What follows belongs to an exercise in optimizing a design on an open flow for small area, a short achievable clock period and few clock cycles per item; a production flow would make more cautious choices. Only simulation tests tie the RTL to the original design; equivalence was not proved. Power and IR drop assume default switching activity.

<file path="design/flow/design.v">
module soc_curve_interp_validate #(
  parameter int NUM_POINTS = 8
) (
  input  logic                          clk,
  input  logic                          rst,
  input  logic                          cfg_wen,
  input  logic                          cfg_index,
  input  logic [7:0]                    cfg_data,
  input  logic                          in_valid,
  output logic                          in_ready,
  input  logic [19:0]                   in_data,
  output logic                          out_valid,
  input  logic                          out_ready,
  output logic [15:0]                   out_data
);
  localparam int ROM_DEPTH      = 16;
  localparam int ADDR_W         = $clog2(ROM_DEPTH);
  localparam int VOLT_W   = 13;
  localparam int CHARGE_W = 17;
  localparam int PCT_W    = 7;
  localparam int TOL_W    = 8;
  localparam int VERR_W   = 8;
  localparam int DIV_W     = CHARGE_W;
  localparam int DIV_CNT_W = $clog2(DIV_W + 1);
  localparam int TPROD_W     = CHARGE_W + VERR_W;
  localparam int RECIP_W     = 26;
  localparam int RECIP_SHIFT = 35;
  localparam logic [RECIP_W-1:0] RECIP_1000 = 26'd34359739;
  localparam int SCALE_W     = TPROD_W + RECIP_W;
  localparam int QUOT_W      = SCALE_W - RECIP_SHIFT;
  localparam logic [TOL_W-1:0]    TOL_MAX      = 8'd255;
  localparam logic [VERR_W-1:0]   VERR_RESET   = 8'd53;
  localparam logic [PCT_W-1:0]    MIN_TOL_RESET = 7'd5;
  localparam int CFG_IDX_W = 1;
  localparam int CFG_DATA_W = 8;
  localparam logic [CFG_IDX_W-1:0] REG_VOLT_ERROR = 1'b0;
  localparam logic [CFG_IDX_W-1:0] REG_MIN_TOL    = 1'b1;
  typedef struct packed {
    logic [VOLT_W-1:0] voltage_mv;
    logic [PCT_W-1:0]  capacity_pct;
  } in_word_t;
  typedef struct packed {
    logic              is_valid;
    logic [PCT_W-1:0]  expected_pct;
    logic [TOL_W-1:0]  tolerance_pct;
  } out_word_t;
  in_word_t  in_word;
  out_word_t out_word;
  assign in_word  = in_word_t'(in_data);
  assign out_data = 16'(out_word);
  localparam logic [ADDR_W-1:0] LAST_IDX = ADDR_W'(NUM_POINTS - 1);
  localparam logic [DIV_CNT_W-1:0] SHORT_STEPS = DIV_CNT_W'(CHARGE_W);
  localparam logic [3:0] S_IDLE      = 4'd0;
  localparam logic [3:0] S_RD        = 4'd1;
  localparam logic [3:0] S_CMP       = 4'd2;
  localparam logic [3:0] S_RD_HI     = 4'd3;
  localparam logic [3:0] S_HI        = 4'd4;
  localparam logic [3:0] S_DIV_SLOPE = 4'd5;
  localparam logic [3:0] S_MUL       = 4'd6;
  localparam logic [3:0] S_CLAMP     = 4'd7;
  localparam logic [3:0] S_SCALE_EXP = 4'd8;
  localparam logic [3:0] S_SCALE_TOL = 4'd9;
  localparam logic [3:0] S_OUT       = 4'd10;
  logic [3:0] state;
  logic [VERR_W-1:0] volt_err;
  logic [PCT_W-1:0]  min_tol;
  logic [VOLT_W-1:0] x;
  logic [PCT_W-1:0]  cap;
  logic [ADDR_W-1:0]   addr;
  logic [VOLT_W-1:0]   volt_q;
  logic [CHARGE_W-1:0] charge_q;
  logic [VOLT_W-1:0]   vlo;
  logic [CHARGE_W-1:0] clo;
  logic [CHARGE_W-1:0] chi;
  logic                dx_zero;
  logic [CHARGE_W-1:0] slope;
  logic signed [31:0]  y_prod;
  logic [TPROD_W-1:0]  tprod;
  logic [CHARGE_W-1:0] est;
  logic [PCT_W-1:0]    expected;
  logic [QUOT_W-1:0]   scale_q;
  logic [VOLT_W-1:0]    div_rem;
  logic [DIV_W-1:0]     div_dq;
  logic [VOLT_W-1:0]    div_dvsr;
  logic [DIV_CNT_W-1:0] div_cnt;
  logic [VOLT_W:0]      rem_sh;
  logic [VOLT_W:0]      rem_sub;
  logic                 rem_ge;
  logic [VOLT_W-1:0]    rem_next;
  logic [DIV_W-1:0]     dq_next;
  logic                 div_last;
  logic [VOLT_W-1:0]   dx;
  logic [CHARGE_W-1:0] dy;
  logic signed [32:0]  y_sum;
  logic signed [32:0]  chi_s;
  logic signed [32:0]  clo_s;
  logic signed [32:0]  y_clamp;
  logic [TPROD_W-1:0]  scale_in;
  logic [SCALE_W-1:0]  scale_prod;
  logic [TOL_W-1:0]    tol_sel;
  logic [TOL_W+1:0]    win_hi;
  logic [TOL_W+1:0]    cap_plus;
  logic                ok;
  logic                out_free;
  always_comb begin
    rem_sh   = {div_rem, div_dq[DIV_W-1]};
    rem_sub  = rem_sh - {1'b0, div_dvsr};
    rem_ge   = rem_sh >= {1'b0, div_dvsr};
    rem_next = rem_ge ? rem_sub[VOLT_W-1:0] : rem_sh[VOLT_W-1:0];
    dq_next  = {div_dq[DIV_W-2:0], rem_ge};
    div_last = div_cnt == DIV_CNT_W'(1);
  end
  always_comb begin
    dx = volt_q - vlo;
    dy = charge_q - clo;
  end
  always_comb begin
    y_sum = 33'(y_prod) + $signed({16'd0, clo});
    chi_s = $signed({16'd0, chi});
    clo_s = $signed({16'd0, clo});
    if (chi > clo) begin
      if (y_sum > chi_s) y_clamp = chi_s;
      else if (y_sum < clo_s) y_clamp = clo_s;
      else y_clamp = y_sum;
    end else begin
      if (y_sum < chi_s) y_clamp = chi_s;
      else if (y_sum > clo_s) y_clamp = clo_s;
      else y_clamp = y_sum;
    end
  end
  always_comb begin
    scale_in   = (state == S_SCALE_EXP) ? TPROD_W'(est) : tprod;
    scale_prod = SCALE_W'(scale_in) * SCALE_W'(RECIP_1000);
  end
  always_comb begin
    if (scale_q < {{(QUOT_W-PCT_W){1'b0}}, min_tol}) tol_sel = {1'b0, min_tol};
    else if (scale_q > {{(QUOT_W-TOL_W){1'b0}}, TOL_MAX}) tol_sel = TOL_MAX;
    else tol_sel = scale_q[TOL_W-1:0];
    win_hi   = {3'd0, expected} + {2'd0, tol_sel};
    cap_plus = {3'd0, cap} + {2'd0, tol_sel};
    ok       = ({3'd0, cap} < win_hi) && (cap_plus > {3'd0, expected});
  end
  assign out_free = !out_valid || out_ready;
  assign in_ready = state == S_IDLE;
  always_ff @(posedge clk) begin
    if (rst) begin
      volt_err <= VERR_RESET;
      min_tol  <= MIN_TOL_RESET;
    end else if (cfg_wen) begin
      case (cfg_index)
        REG_VOLT_ERROR: volt_err <= cfg_data;
        REG_MIN_TOL:    min_tol  <= cfg_data[PCT_W-1:0];
        default: ;
      endcase
    end
  end
  always_ff @(posedge clk) begin
    case (addr)
      4'd0: begin volt_q <= 13'd4100; charge_q <= 17'd100000; end
      4'd1: begin volt_q <= 13'd3893; charge_q <= 17'd75000;  end
      4'd2: begin volt_q <= 13'd3783; charge_q <= 17'd57000;  end
      4'd3: begin volt_q <= 13'd3721; charge_q <= 17'd36000;  end
      4'd4: begin volt_q <= 13'd3686; charge_q <= 17'd20000;  end
      4'd5: begin volt_q <= 13'd3575; charge_q <= 17'd4000;   end
      4'd6: begin volt_q <= 13'd3487; charge_q <= 17'd2000;   end
      4'd7: begin volt_q <= 13'd3300; charge_q <= 17'd0;      end
      default: begin volt_q <= 13'd0; charge_q <= 17'd0; end
    endcase
  end
  always_ff @(posedge clk) begin
    if (rst) begin
      state     <= S_IDLE;
      out_valid <= 1'b0;
    end else begin
      if (out_valid && out_ready && state != S_OUT) out_valid <= 1'b0;
      case (state)
        S_IDLE: begin
          if (in_valid) begin
            x     <= in_word.voltage_mv;
            cap   <= in_word.capacity_pct;
            addr  <= ADDR_W'(1);
            state <= S_RD;
          end
        end
        S_RD: begin
          state <= S_CMP;
        end
        S_CMP: begin
          if (addr < LAST_IDX && x < volt_q) begin
            addr  <= addr + ADDR_W'(1);
            state <= S_RD;
          end else begin
            vlo   <= volt_q;
            clo   <= charge_q;
            addr  <= addr - ADDR_W'(1);
            state <= S_RD_HI;
          end
        end
        S_RD_HI: begin
          state <= S_HI;
        end
        S_HI: begin
          chi      <= charge_q;
          dx_zero  <= dx == '0;
          div_dq   <= dy;
          div_dvsr <= dx;
          div_rem  <= '0;
          div_cnt  <= SHORT_STEPS;
          state    <= S_DIV_SLOPE;
        end
        S_DIV_SLOPE: begin
          div_rem <= rem_next;
          div_dq  <= dq_next;
          div_cnt <= div_cnt - DIV_CNT_W'(1);
          if (div_last) begin
            slope <= dx_zero ? '0 : dq_next[CHARGE_W-1:0];
            state <= S_MUL;
          end
        end
        S_MUL: begin
          y_prod <= 32'($signed({1'b0, x}) - $signed({1'b0, vlo}))
                    * 32'($signed({1'b0, slope}));
          tprod  <= TPROD_W'(slope) * TPROD_W'(volt_err);
          state  <= S_CLAMP;
        end
        S_CLAMP: begin
          est   <= y_clamp[CHARGE_W-1:0];
          state <= S_SCALE_EXP;
        end
        S_SCALE_EXP: begin
          scale_q <= scale_prod[SCALE_W-1:RECIP_SHIFT];
          state   <= S_SCALE_TOL;
        end
        S_SCALE_TOL: begin
          expected <= scale_q[PCT_W-1:0];
          scale_q  <= scale_prod[SCALE_W-1:RECIP_SHIFT];
          state    <= S_OUT;
        end
        S_OUT: begin
          if (out_free) begin
            out_word.is_valid      <= ok;
            out_word.expected_pct  <= expected;
            out_word.tolerance_pct <= tol_sel;
            out_valid              <= 1'b1;
            state                  <= S_IDLE;
          end
        end
        default: begin
          state <= S_IDLE;
        end
      endcase
    end
  end
endmodule
</file>
<file path="design/flow/constraint.sdc">
create_clock -name core_clock -period 10.0 [get_ports {clk}]
set_input_delay 2.0000 -clock core_clock [delete_from_list [all_inputs] [get_ports {clk}]]
set_output_delay 2.0000 -clock core_clock [all_outputs]
set_load 0.01 [all_outputs]
</file>
<file path="design/flow/config.mk">
export PLATFORM = sky130hd
export DESIGN_NAME = soc_curve_interp_validate
export DESIGN_NICKNAME = soc_curve_interp_validate
export VERILOG_FILES = /design/flow/design.v
export SDC_FILE = /design/flow/constraint.sdc
export NUM_CORES = 4
export LEC_CHECK = 0
export CAP_MARGIN = 20
export CORE_MARGIN = 2
export CORE_UTILIZATION = 40
export SLEW_MARGIN = 20
</file>
<file path="design/flow/run.sh">
#!/bin/bash
# synth_recipe.tcl (not shown) runs the flow's synth.tcl, then flattens the netlist and writes it again
# the make line also repeats each setting of config.mk as NAME=value (left out here)
make -C /OpenROAD-flow-scripts/flow DESIGN_CONFIG=/design/flow/config.mk WORK_HOME=/design/flow/orfs CLKGATE_MAP_FILE= SYNTH_SCRIPT=/design/flow/synth_recipe.tcl finish
</file>
==> summary.txt <==
Timing
  – Final min period: 9.13 ns
  – Max Freq: roughly 0.11 GHz
  – Final Hold Vio Count: 0
  – # setup viols final: 0
  – Final period util: between 90% and 100%
  – Final Max Slew Viols: 0
  – RSZ-0062 raised after global routing: no
  – Sum Neg Setup Slack: 0 ns
  – Relative slew slack: a little over a third
  – Layout Skew: ~0.057 ns
  – Worst slew pin tran: slightly below 1 ns

Place
  – Post-DP HPWL: roughly 73 mm
  – Routability cong.: around 0.93
  – Post-DP Area: between 30000 and 40000 um2
  – PortBufs: 51

Synthesis
  – Post-Synthesis Net Count: 4816
  – Mapped Area: about 37000 um2
  – Post-synthesis async set-or-reset flop share: 0%
  – Share of the synthesized area in the top cell type: roughly 26%
  – Unique cell type count in the Yosys netlist: 80
  – Synth area leader: fa_1
  – Register area share after synthesis: between 20% and 30%
  – Most used DFF post-synth: edfxtp_1
  – FF+latch count, synth: between 200 and 300
  – Synthesis warning total: 1
  – Gate Count Post-Synth: 3732
  – Mean Syn Cell Area: 9.94 um2
  – Synth top area cells: fa_1, edfxtp_1, ha_1, inv_1, nand2_1
  – Post-synth EDFFs: 240

Layout
  – Register area: 8090 um2
  – N_diodes: 0
  – Fill cells: between 8000 and 9000
  – Most frequent cells in the layout: inv_1, ha_1, fa_1, nand2_1, edfxtp_1
  – Most common cell after layout, fill and taps aside: inv_1
  – Footprint of the multi-input gates: about 26000 um2
  – Layout cells sized above 1: under 10%
  – Area Overhead vs Synth: 9.18%
  – Design Area, Final: between 40000 and 50000 um2
  – Nets: 4862

Power
  – Worst VDD drop: a little over 400 uV
  – Leakage: 19.3 nW
  – PwrDens: slightly below 200 nW/um2
  – Total power draw: between 8 and 9 mW

Global route
  – GR Util met3: approximately 2.0%
  – Initial antenna violation count: 3
  – Vias in the first global route: around 27000
  – Overall Global Routing Usage: 19.0%
  – Routing usage on met1: roughly 25%
  – Largest net degree at the start of global routing: 58
  – Most Used Layer, Global Route: met2
  – GRT Residual Overflow: 0
  – Met2 usage: between 30% and 40%
  – First-pass GRT wire length: about 140 mm

Clock tree
  – Num CTS Buffers: 36
  – Clock latency on the worst-skew pair: slightly below 0.6 ns
  – H-tree Lvls: 2
  – Post-CTS sizing: 0
  – Clk root buf: clkbuf_16
  – Worst-path clk slew: 0.07 ns
  – Hold-fix buffers at CTS: 0
  – Clk buf depth: 3
  – Clk sinks: ~280
  – TritonCTS clock tree: yes
  – Post-CTS Repair Setup Buffers: 0

Floorplanning
  – Core area: roughly 92000 um2
  – Chip Height: 308 um
  – I/O pin total: 52
  – Initial Util: about two fifths
  – Die W: 308 um
  – Die area: between 90000 and 100000 um2
  – FP Rows: roughly 110

Routing
  – Via count: between 20000 and 30000
  – DRT antenna net count: 0
  – Post-Route WL: 88.0 mm
  – DRC: 0
  – DRT iter0 DRCs: between 1000 and 1500
  – 1st-pass router iterations: 5
  – Vias per cell: roughly 5.0
  – WL/cell: approximately 17 um

Min path
  – Min-Delay Path Class: reg -> reg

Run status
  – Outcome: no timing/DRC/antenna violations

Worst setup path
  – Critical path fanouts, max: 7
  – CP max stage delay: about 0.6 ns
  – Critical-path top delay cell: xor2_1
  – Worst Path Required: 10.30 ns
  – Worst Path Arrival: approximately 9.4 ns
  – Crit end category: register
  – Startpoint Class: register
  – Crit Path Class: reg -> reg
  – Cell mode on critical path: fa_1

Flow run
  – Max Cap Viol: 0
==> where the power goes <==
| group | switching [mW] | leakage [nW] | internal (mW) |
|---|---|---|---|
| Sequential | 0.0423 | 2.54 | 1.59 |
| Clock | 0.563 | 0.626 | 0.819 |
| Combinational | 2.79 | 16.1 | 2.24 |
| Total | 3.40 | 19.3 | 4.65 |
==> stage by stage <==
stage	setup slack (ns)	hold slack (ns)	cells	util, %
2_1_floorplan	1.61	0.426	3732	-
3_3_place_gp	1.12	0.454	4983	42.7
3_5_place_dp	0.941	0.455	4983	42.7
4_1_cts	0.876	0.446	5049	44.1
5_1_grt	0.111	0.471	5049	44.1
6_report	0.872	0.441	5049	44.1
==> cell type report <==
class	count	share of cell area (%)
Tap cell	1243	3.84
Multi-Input combinational cell	2589	63.8
Timing Repair Buffer	98	2.12
Sequential cell	284	20.0
Clock buffer	48	2.54
Clock inverter	18	0.649
Inverter	769	7.13
==> worst max-delay path: cells and delay by family, from the launching register on <==
| kind | cells | cell delay [ns] |
|---|---|---|
| adder cells (fa/ha/maj) | 9 | 3.83 |
| AO/OA/AOI/OAI | 17 | 3.57 |
| XOR/XNOR | 1 | 0.60 |
| flip-flops | 1 | 0.35 |
| AND/OR/NAND/NOR | 2 | 0.28 |
| buffers and inverters | 4 | 0.19 |
==> per-layer routing <==
| metal | up-vias | wire [um] | part of all wire (%) |
|---|---|---|---|
| li1 | 12223 | - | - |
| met1 | 12544 | 39400 | 45 |
| met2 | 473 | 42500 | 48 |
| met3 | 141 | 3110 | 3.5 |
| met4 | 0 | 2870 | 3.3 |
| met5 | - | 0 | 0 |
==> synthesized netlist by cell type (5+ instances only) <==
master     number
xor2_1         30
o2bb2ai_1       5
and2_1        151
o21ai_0        91
xnor2_1        78
o21bai_1       15
o2111ai_1       5
ha_1          570
and4_1          5
nor3_1         36
o31ai_1         8
o211ai_1        8
clkbuf_1       81
a21oi_1       130
a211o_1        11
nor2_1        177
and3_1         15
o41ai_1         7
nor3b_1         5
fa_1          480
dfxtp_1        44
a211oi_1       20
or3_1           8
a31oi_1         8
nand3_1        32
inv_1         768
nand2b_1       32
o22ai_1         9
nand4_1        19
o31a_1          8
edfxtp_1      240
nand2_1       306
nor4_1         13
a221o_1        13
mux2i_1        31
or2_2          21
a21boi_0       18
a2111oi_0       7
o21a_1         27
nor2b_1        96
a21o_1         39
==> logic make-up after synthesis <==
| group | synth area share [%] |
|---|---|
| fa+ha+maj | 45.1 |
| simple gates | 12.4 |
| buf+inv | 8.74 |
| compound gates | 8.46 |
| flops | 21.8 |
| xor+xnor | 2.55 |
| mux | 0.897 |
==> state kept, by name, indices dropped and copies added (netlist names), 13 cells and up <==
| name | count |
|---|---|
| clo | 13 |
| div_dq | 17 |
| out_word | 16 |
| div_rem | 13 |
| scale_q | 16 |
| y_prod | 32 |
| div_dvsr | 13 |
| est | 17 |
| tprod | 25 |
| charge_q | 13 |
| slope | 17 |
| chi | 13 |
| x | 13 |
==> path summary, 6_finish.rpt <==
| check | depth (start not counted) | slack, ns | to | start |
|---|---|---|---|---|
| hold / removal | 0 | 0.44 | chi[12] | charge_q[12] |
| hold reg to reg | 0 | 0.44 | chi[12] | charge_q[12] |
| setup / recovery | 33 | 0.87 | y_prod[30] | x[0] |
| setup reg to reg | 33 | 0.87 | y_prod[30] | x[0] |
Testbench counts, summed over its fixed seeds: cycles 105,048, items 3,200.

afterwards: timing with drivers on the ports:
Ports are ideal in the flow. The routed layout listed here was re-timed in OpenROAD. Step 1: set_driving_cell puts a clkbuf_16 on clk and a buf_2 on each other input, an assumption about the parent block. Step 2, shift: input delay + t, output delay - t, t = (earliest + latest rising clock arrival at the registers) / 2. This alone moves slack from input paths to output paths. Slacks: ideal ports / drivers / drivers and shift; pairs: ideal ports / drivers.
t, ns: 0.627
slack for setup (ns): 0.872 / 0.872 / 0.872
worst setup path at the end: register to register
slew at the worst register clock pin (ns): 0.07 / 0.07
worst data-port slew with drivers (ns): 0.07
After both steps this run still meets setup and hold. For this run, drivers alone change the setup slack by 0.000 ns; drivers and shift together by 0.000 ns.
